Context: an optimization exercise on an open-source flow, tuned for small area, a short achievable clock period and few clock cycles per item. The choices shown serve that exercise and are no tape-out recipe. Function was checked by simulation only, so behaviour that the tests miss may differ from the original.

// fc_top
module fc_top (
  input  logic        clk,
  input  logic        rst_n,
  input  logic        act_valid,
  input  logic [15:0] act_data,
  output logic        act_ready,
  input  logic        weight_valid,
  input  logic [23:0] weight_data,
  output logic        weight_ready,
  output logic        result_valid,
  output logic [48:0] result,
  input  logic        result_ready
);
Size: about 97 I/O pins.
Settings: LEC_CHECK=0, ABC_CLOCK_PERIOD_IN_PS=2600, CAP_MARGIN=20, CORE_MARGIN=2, CORE_UTILIZATION=40, CTS_BUF_LIST=sky130_fd_sc_hd__clkbuf_4 sky130_fd_sc_hd__clkbuf_8, CTS_CLUSTER_SIZE=25, PLACE_DENSITY=0.6, SETUP_SLACK_MARGIN=3.4, SLEW_MARGIN=20; clock period 6.0 ns.
standard.sh (not shown) runs the stock make flow with config.mk's settings and CLKGATE_MAP_FILE= SYNTH_SCRIPT=/design/flow/synth_recipe.tcl, a recipe that flattens the netlist after the stock synthesis.
==> flow/flow/run.sh <==
#!/bin/bash
# The standard layout (the standard.sh, unchanged synthesis and steps), with
# one change: the port buffers that placement inserts are plain buf_2 cells
# rather than the delay-cell buffers the resizer picks by default, which later
# repair (restricted to the same cell footprint) cannot resize.
set -euo pipefail
bash standard.sh "BUFFER_PORTS_ARGS=-buffer_cell sky130_fd_sc_hd__buf_2" finish > standard.log 2>&1
Testbench counts at the start, summed over its fixed seeds: cycles 5,160, vectors 320.
Change:
--- a/flow/design.v
+++ b/flow/design.v
@@ -174,24 +174,26 @@
   wire s31, s32;
   assign {s32, s31} = acc[15] + 1'b1;
   wire s33, s34;
   assign {s34, s33} = acc[16] + 1'b1;
   wire s35, s36;
   assign {s36, s35} = acc[17] + 1'b1;
   wire s37, s38;
   assign {s38, s37} = acc[18] + 1'b1;
   wire [18:0] sa = {s36, s34, s32, s30, s28, s26, s24, s22, s20, s18, s16, s14, s12, s10, s8, s6, s4, s2, s1};
   wire [18:0] sb = {s37, s35, s33, s31, s29, s27, s25, s23, s21, s19, s17, s15, s13, s11, s9, s7, s5, s3, row_b[0]};
   assign {cout[0], sum[6:0]} = 8'(sa[6:0]) + 8'(sb[6:0]);
-  assign {cout[1], sum[12:7]} = 7'(sa[12:7]) + 7'(sb[12:7]) + 7'(cin[0]);
-  assign sum[18:13] = sa[18:13] + sb[18:13] + 6'(cin[1]);
+  wire [7:0] g1 = {1'b0, sa[12:7], cin[0]} + {1'b0, sb[12:7], cin[0]};
+  assign {cout[1], sum[12:7]} = g1[7:1];
+  wire [7:0] g2 = {1'b0, sa[18:13], cin[1]} + {1'b0, sb[18:13], cin[1]};
+  assign sum[18:13] = g2[6:1];
 endmodule
 module fc_acc_value (
   input  logic [18:0] acc,
   input  logic [1:0]  cq,
   output logic [18:0] v
 );
   assign v = acc + ((19'(cq[0]) << 7) | (19'(cq[1]) << 13));
 endmodule
 `default_nettype wire
 `timescale 1ns/1ps
 `default_nettype none
@@ -219,24 +221,24 @@
   logic        wx;              
   logic        w_last;
   logic [23:0] w_r;
   logic        s1_first, s1_last, s1_ph;
   logic        s1_first_n;      
   logic        s1_v, s1_z;      
   logic        s2_last, s2_ph;
   logic        pend;            
   logic        pend_g;
   logic        res_load;
   assign idle = !a_ahead && (a_idx == 3'd0) && !m_ph && (m_idx == 3'd0);
-  assign wr = act_valid && act_ready;
-  assign wx     = weight_valid && weight_ready;
+  assign wr = act_valid && a_rdy;
+  assign wx     = weight_valid && !w_rdy_n;
   assign w_last = (m_idx == 3'd7);
   assign res_load = pend && (!result_valid || result_ready);
   always_ff @(posedge clk)
   begin
     ring[0] <= wr ? act_data : ring[7];
     for (int k = 1; k < 8; k++)
       ring[k] <= ring[k-1];
     w_r <= wx ? weight_data : 24'd0;
   end
   logic [2:0] tk_n, a_idx_n, m_idx_n;
   logic       a_ahead_n, m_ph_n, pend_n, rv_n;
@@ -283,36 +285,42 @@
       a_idx_x   = WR ? a1 : a_idx;
       a_ahead_x = a_ahead ^ ((WR && (a_idx == 3'd7)) != (WX && m_ph && w_last));
       m_idx_x   = WX ? m1 : m_idx;
       m_ph_x    = m_ph ^ (WX && w_last);
     end
     assign act_rdy_c[c] = (tk_x == a_idx_x)
                           && (!a_ahead_x || (m_ph_x && (m_idx_x > a_idx_x)));
     assign w_rdy_c[c]   = (tkm1_x == m_idx_x)
                           && (m_ph_x || a_ahead_x || (a_idx_x > m_idx_x));
   end
   logic act_ready_n;    
+  logic a_rdy;          
+  logic w_rdy_n;        
   logic w_blk;
   assign w_blk = (wx ? w_last : (m_idx == 3'd0))
                  && (s2_last || pend || (result_valid && !result_ready));
   always_ff @(posedge clk or negedge rst_n)
   begin
     if (!rst_n)
     begin
       act_ready_n  <= 1'b0;
       weight_ready <= 1'b0;
+      a_rdy        <= 1'b1;
+      w_rdy_n      <= 1'b1;
     end
     else
     begin
       act_ready_n  <= !act_rdy_c[{wr, wx}];
       weight_ready <= w_rdy_c[{wr, wx}] && !w_blk;
+      a_rdy        <= act_rdy_c[{wr, wx}];
+      w_rdy_n      <= !(w_rdy_c[{wr, wx}] && !w_blk);
     end
   end
   assign act_ready = !act_ready_n;
   always_ff @(posedge clk or negedge rst_n)
   begin
     if (!rst_n)
     begin
       tk           <= '0;
       a_idx        <= '0;
       a_ahead      <= 1'b0;
       m_idx        <= '0;
The changed run produced a clean layout. Core utilization barely changes. Clock-buffer cell count went up by 2. Worst setup slack improved by 90 ps. Routed wire length came out higher by 0.57%. Die area hardly moves. Non-clock buffer count goes down by 7. Final cell count hardly moves. Global-route usage is about the same.
Testbench counts after the change, summed over its fixed seeds: cycles 5,160, vectors 320.

## separate check: timing with driven ports
Ports are ideal in the flow. The routed layouts listed here were re-timed in OpenROAD. Step 1 sets driving cells, clkbuf_16 on the clock port and buf_2 on the other inputs (assumed; they add their load-dependent delay and slew). Step 2 moves the port delays by t, midway between the first and last clock arrival at a register: inputs arrive t later, outputs are due t later. That takes back most of the time a late clock gives input paths. Slacks: ideal ports / drivers / drivers and shift; pairs: ideal ports / drivers.
| run | t (ns) | slack for setup (ns) | clock arrival spread, ns | worst data-port slew with drivers (ns) |
|---|---|---|---|---|
| the first run | 0.733 | 3.398 / 3.339 / 3.161 | 0.046 / 0.046 | 0.05 |
| the second run | 0.742 | 3.488 / 3.463 / 3.077 | 0.038 / 0.038 | 0.13 |
After both steps setup and hold are still met in every run listed. The setup slack of the second run, which loses most, moves by -0.025 ns with the drivers and by -0.411 ns with both steps.
